From an optimization exercise on the open Yosys and OpenROAD flow, aimed at small area; shortcuts taken in it are not production practice. The RTL was checked by simulation tests, not by an equivalence proof against the original design. No activity file was given, so power comes from the tool's default toggle rates.

==> flow/design.v <==
package periph_pkg;
	localparam int DATA_WIDTH = 32;
	localparam int STRB_WIDTH = DATA_WIDTH / 8;
	localparam int SLOT_BITS  = 4;
	localparam int N_SLOTS    = 1 << SLOT_BITS;
	localparam int SLOT_PIC      = 0;
	localparam int SLOT_WDOG     = 1;
	localparam int SLOT_TMRA     = 4;
	localparam int SLOT_MCLOCKS  = 8;
	localparam int SLOT_MOPSTALL = 9;
	localparam int SLOT_MPFSTALL = 10;
	localparam int SLOT_MICOUNT  = 11;
	localparam int N_INTS   = 15;
	localparam int INT_EXT  = 0;
	localparam int INT_TMRA = 1;
endpackage
module cpu_periphs #(
	parameter int C_AXI_ADDR_WIDTH = 6
) (
	input  logic                        S_AXI_ACLK,
	input  logic                        i_cpu_reset,
	input  logic                        S_AXI_AWVALID,
	output logic                        S_AXI_AWREADY,
	input  logic [C_AXI_ADDR_WIDTH-1:0] S_AXI_AWADDR,
	input  logic                        S_AXI_WVALID,
	output logic                        S_AXI_WREADY,
	input  logic [31:0]                 S_AXI_WDATA,
	input  logic [3:0]                  S_AXI_WSTRB,
	output logic                        S_AXI_BVALID,
	input  logic                        S_AXI_BREADY,
	output logic [1:0]                  S_AXI_BRESP,
	input  logic                        S_AXI_ARVALID,
	output logic                        S_AXI_ARREADY,
	input  logic [C_AXI_ADDR_WIDTH-1:0] S_AXI_ARADDR,
	output logic                        S_AXI_RVALID,
	input  logic                        S_AXI_RREADY,
	output logic [31:0]                 S_AXI_RDATA,
	output logic [1:0]                  S_AXI_RRESP,
	input  logic                        i_cpu_halted,
	input  logic                        i_cpu_opstall,
	input  logic                        i_cpu_pfstall,
	input  logic                        i_cpu_icount,
	input  logic                        i_ext_int,
	output logic                        o_interrupt,
	output logic                        o_watchdog_reset
);
	logic rst;
	assign rst = i_cpu_reset;
	logic awready, bvalid, rvalid;
	logic [31:0] rdata;
	always_ff @(posedge S_AXI_ACLK) begin
		awready <= !rst && !awready && S_AXI_AWVALID && S_AXI_WVALID
			&& (!bvalid || S_AXI_BREADY);
		bvalid  <= !rst && (awready || (bvalid && !S_AXI_BREADY));
		rvalid  <= !rst && (!rvalid ? S_AXI_ARVALID : !S_AXI_RREADY);
	end
	assign S_AXI_AWREADY = awready;
	assign S_AXI_WREADY  = awready;
	assign S_AXI_BVALID  = bvalid;
	assign S_AXI_BRESP   = 2'b00;
	assign S_AXI_ARREADY = !rvalid;
	assign S_AXI_RVALID  = rvalid;
	assign S_AXI_RDATA   = rdata;
	assign S_AXI_RRESP   = 2'b00;
	logic [3:0] aw_slot;
	assign aw_slot = S_AXI_AWADDR[5:2];
	logic wr_pic, wr_wdog, wr_tmra;
	logic [3:0] wr_cnt;
	assign wr_pic  = awready && (aw_slot == 4'd0);
	assign wr_wdog = awready && (aw_slot == 4'd1);
	assign wr_tmra = awready && (aw_slot == 4'd4);
	assign wr_cnt[0] = awready && (aw_slot == 4'd8);
	assign wr_cnt[1] = awready && (aw_slot == 4'd9);
	assign wr_cnt[2] = awready && (aw_slot == 4'd10);
	assign wr_cnt[3] = awready && (aw_slot == 4'd11);
	logic [31:0] wd;
	assign wd = S_AXI_WDATA & {32{!rst}};
	logic [1:0]  pending;
	logic [14:0] enable;
	logic        wdog_int, tmra_int;
	logic [1:0]  src;
	assign src = {tmra_int, i_ext_int};
	logic en_set, en_clr;
	assign en_set = wr_pic && S_AXI_WDATA[31];
	assign en_clr = wr_pic && !S_AXI_WDATA[31];
	always_ff @(posedge S_AXI_ACLK) begin
		pending <= {2{!rst}} & ((pending & ~({2{wr_pic}} & S_AXI_WDATA[1:0])) | src);
		enable  <= {15{!rst}} & ((enable & ~({15{en_clr}} & S_AXI_WDATA[30:16]))
			| ({15{en_set}} & S_AXI_WDATA[30:16]));
	end
	assign o_interrupt = |(pending & enable[1:0]);
	logic cpu_ce;
	assign cpu_ce = !i_cpu_halted;
	logic [30:0] wcount;
	logic        w_up0, w_one, w_dec;
	assign w_up0 = (wcount[30:1] == 30'd0);
	assign w_one = w_up0 && wcount[0];
	assign w_dec = cpu_ce && !(w_up0 && !wcount[0]);
	always_ff @(posedge S_AXI_ACLK) begin
		wdog_int <= !rst && !wr_wdog && cpu_ce && w_one;
		wcount   <= (rst || wr_wdog) ? wd[30:0] : wcount - {30'd0, w_dec};
	end
	assign o_watchdog_reset = wdog_int;
	logic [30:0] tcount, tinterval;
	logic        treload;
	logic        t_up0, t_one, t_dec, t_rl;
	assign t_up0 = (tcount[30:1] == 30'd0);
	assign t_one = t_up0 && tcount[0];
	assign t_dec = cpu_ce && !(t_up0 && !tcount[0]);
	assign t_rl  = cpu_ce && t_one && treload;
	always_ff @(posedge S_AXI_ACLK) begin
		tmra_int <= !rst && !wr_tmra && cpu_ce && t_one;
		if (rst || wr_tmra) begin
			tinterval <= wd[30:0];
			treload   <= wd[31] && (wd[30:1] != 30'd0);
		end
		tcount <= (rst || wr_tmra) ? wd[30:0]
			: ((tcount - {30'd0, t_dec}) | ({31{t_rl}} & tinterval));
	end
	logic [3:0]  ev;
	logic [31:0] cnt [4];
	assign ev = {i_cpu_icount, i_cpu_pfstall, i_cpu_opstall, !i_cpu_halted};
	for (genvar k = 0; k < 4; k++) begin : g_cnt
		logic [31:0] inc;
		assign inc = cnt[k] + {31'd0, ev[k]};
		for (genvar b = 0; b < 4; b++) begin : g_byte
			logic ld;
			assign ld = rst || (wr_cnt[k] && S_AXI_WSTRB[b]);
			always_ff @(posedge S_AXI_ACLK)
				cnt[k][8*b +: 8] <= ld ? wd[8*b +: 8] : inc[8*b +: 8];
		end
	end
	logic [3:0] ar_slot;
	logic       s_pic, s_wd, s_ta;
	logic [3:0] s_cnt;
	assign ar_slot = S_AXI_ARADDR[5:2];
	assign s_pic    = !rvalid && (ar_slot == 4'd0);
	assign s_wd     = !rvalid && (ar_slot == 4'd1);
	assign s_ta     = !rvalid && (ar_slot == 4'd4);
	assign s_cnt[0] = !rvalid && (ar_slot == 4'd8);
	assign s_cnt[1] = !rvalid && (ar_slot == 4'd9);
	assign s_cnt[2] = !rvalid && (ar_slot == 4'd10);
	assign s_cnt[3] = !rvalid && (ar_slot == 4'd11);
	always_ff @(posedge S_AXI_ACLK)
		rdata <= ({32{rvalid}} & rdata)
			| ({32{s_pic}} & {o_interrupt, enable, 14'd0, pending})
			| ({32{s_wd}} & {1'b0, wcount})
			| ({32{s_ta}} & {treload, tcount})
			| ({32{s_cnt[0]}} & cnt[0])
			| ({32{s_cnt[1]}} & cnt[1])
			| ({32{s_cnt[2]}} & cnt[2])
			| ({32{s_cnt[3]}} & cnt[3]);
endmodule
clock: 6.0 ns
lec_check: 0
cap_margin: 20
core_margin: 2
core_utilization: 60
slew_margin: 20
standard.sh (not shown) runs the stock make flow with config.mk's settings and CLKGATE_MAP_FILE= SYNTH_SCRIPT=/design/flow/synth_recipe.tcl, a recipe that flattens the netlist after the stock synthesis.
==> flow/flow/run.sh <==
#!/bin/bash
# Standard ORFS layout with three changes: synthesis maps logic with an
# area-oriented ABC script (flow/abc_area.script); the port buffers are the
# smallest buffer cell; and clock tree synthesis uses small clusters of
# clkbuf_4 without dummy loads. Registers and everything else as standard.
set -euo pipefail
rm -rf scripts_custom
cp -r "$FLOW_HOME/scripts" scripts_custom
cp flow/abc_area.script scripts_custom/abc_speed.script
bash standard.sh SCRIPTS_DIR="$PWD/scripts_custom" \
	"BUFFER_PORTS_ARGS=-buffer_cell sky130_fd_sc_hd__buf_1" \
	"CTS_ARGS=-sink_clustering_enable -repair_clock_nets -dont_use_dummy_load -sink_clustering_size 10 -sink_clustering_max_diameter 40 -buf_list sky130_fd_sc_hd__clkbuf_4" \
	finish > standard.log 2>&1
==> flow/flow/abc_area.script <==
&get -n
&st
&dc2
&dc2
&dc2
&st
&dc2
&dch -f
&nf -a -R 1000 -E 10
&st
&dc2
&dch -f
&nf -a -R 1000 -E 10
&st
&dc2
&dch -f
&nf -a -R 1000 -E 10
&put
Then changed:
==> flow/flow/abc_area.script (replaced) <==
&get -n
&st
&dc2
&dc2
&dc2
&st
&dc2
&dch -f
&nf -a -R 1000
&st
&dc2
&dch -f
&nf -a -R 1000
&st
&dc2
&dch -f
&nf -a -R 1000
&put
CORE_UTILIZATION = 40   (was 60)
=> Design area grows by a few percent. Count of clock-buffer cells in the layout grows by 8. Hold slack stays flat. Non-clock buffer count shrinks by 4. Die area grows by well over a third. Total power grows by a few percent. Cell count grows by a little under a tenth. Combinational power grows by a few percent. Clock power grows by a little under a tenth. Wire length grows by a few percent.
Then changed:
CORE_UTILIZATION = 60   (was 40)
=> The changed run went through all stages and came out clean; register-to-register slack improves by 0.23 ns; die area decreases by a quarter to a third; combinational power decreases by a few percent; setup slack improves by 0.11 ns; first-iteration DRC count increases by a few percent; design area decreases slightly; synthesized cell count is unchanged.
Then changed:
==> flow/flow/run.sh (replaced) <==
#!/bin/bash
# Standard ORFS layout with two changes: synthesis maps logic with an
# area-oriented ABC script (flow/abc_area.script), and the port buffers
# are the smallest buffer cell. Registers and everything else as standard.
set -euo pipefail
rm -rf scripts_custom
cp -r "$FLOW_HOME/scripts" scripts_custom
cp flow/abc_area.script scripts_custom/abc_speed.script
bash standard.sh SCRIPTS_DIR="$PWD/scripts_custom" \
	"BUFFER_PORTS_ARGS=-buffer_cell sky130_fd_sc_hd__buf_1" finish > standard.log 2>&1
CORE_UTILIZATION = 40   (was 60)
CTS_BUF_LIST = sky130_fd_sc_hd__clkbuf_8   (was unset)
CTS_CLUSTER_DIAMETER = 50   (was unset)
CTS_CLUSTER_SIZE = 20   (was unset)
Outcome:
- The new run completed without violations
- maximum frequency falls by 1.4%
- cell count rises by 8.1%
- final area rises by 4.7%
- via count falls by 1.2%
- first-iteration DRC count falls by 2.3%
- routed wire length rises by 12%
- combinational power rises by about 3%
- count of clock-buffer cells in the layout falls by 5
- utilization falls by 20 points

Starts from the design.v that is shown in full above.
Settings: LEC_CHECK=0, CAP_MARGIN=20, CORE_MARGIN=2, CORE_UTILIZATION=70, SLEW_MARGIN=20; clock period 6.0 ns.
==> flow/flow/run.sh <==
#!/bin/bash
# Standard ORFS layout with three changes: synthesis maps logic with an
# area-oriented ABC script (flow/abc_area.script); the port buffers are the
# smallest buffer cell; and clock tree synthesis uses small clusters of
# clkbuf_4 without dummy loads. Registers and everything else as standard.
set -euo pipefail
rm -rf scripts_custom
cp -r "$FLOW_HOME/scripts" scripts_custom
cp flow/abc_area.script scripts_custom/abc_speed.script
bash standard.sh SCRIPTS_DIR="$PWD/scripts_custom" \
	"BUFFER_PORTS_ARGS=-buffer_cell sky130_fd_sc_hd__buf_1" \
	"CTS_ARGS=-sink_clustering_enable -repair_clock_nets -dont_use_dummy_load -sink_clustering_size 10 -sink_clustering_max_diameter 40 -buf_list sky130_fd_sc_hd__clkbuf_4" \
	finish > standard.log 2>&1
==> flow/flow/abc_area.script <==
&get -n
&st
&dc2
&dc2
&dc2
&st
&dc2
&dch -f
&nf -a -R 1000 -E 10
&st
&dc2
&dch -f
&nf -a -R 1000 -E 10
&st
&dc2
&dch -f
&nf -a -R 1000 -E 10
&put
Next try:
==> flow/flow/abc_area.script (replaced) <==
&get -n
&st
&dc2
&dc2
&dc2
&st
&dc2
&dch -f
&nf -a -R 1000
&st
&dc2
&dch -f
&nf -a -R 1000
&st
&dc2
&dch -f
&nf -a -R 1000
&put
The new run finished with timing, DRC and antenna clean.
Routed wire length is lower by 5.5%.
Sequential share of layout area is lower by 0.28 points.
Worst setup slack is better by 0.36 ns.

re-timing with driven ports:
The flow's constraints put no driver on any port. The routed layouts listed below were extracted and timed again, unchanged, in two steps. Step 1 (the two cells are an assumption about what drives the block):
set clk [get_ports {S_AXI_ACLK}]
set_driving_cell -lib_cell sky130_fd_sc_hd__clkbuf_16 $clk
set_driving_cell -lib_cell sky130_fd_sc_hd__buf_2 [delete_from_list [all_inputs] $clk]
Step 2 moves the port delays by t, midway between the first and last clock arrival at a register: inputs arrive t later, outputs are due t later. That takes back most of the time a late clock gives input paths. Slacks: ideal ports / drivers / drivers and shift; pairs: ideal ports / drivers.
| run | shift t [ns] | setup slack, ns | hold WS [ns] |
|---|---|---|---|
| the first run of note 1 | 0.699 | 1.338 / 1.338 / 0.870 | 0.457 / 0.457 / 0.457 |
| the second run of note 1 | 0.687 | 1.319 / 1.319 / 0.871 | 0.454 / 0.454 / 0.454 |
| the third run of note 1 | 0.684 | 1.428 / 1.449 / 0.765 | 0.446 / 0.446 / 0.446 |
| the fourth run of note 1 | 0.599 | 1.364 / 1.366 / 0.789 | 0.433 / 0.433 / 0.433 |
| the first run of note 2 | 0.688 | 1.052 / 1.052 / 0.826 | 0.479 / 0.479 / 0.479 |
| the second run of note 2 | 0.686 | 1.409 / 1.432 / 0.746 | 0.447 / 0.447 / 0.447 |
After both steps every run listed still meets setup and hold.
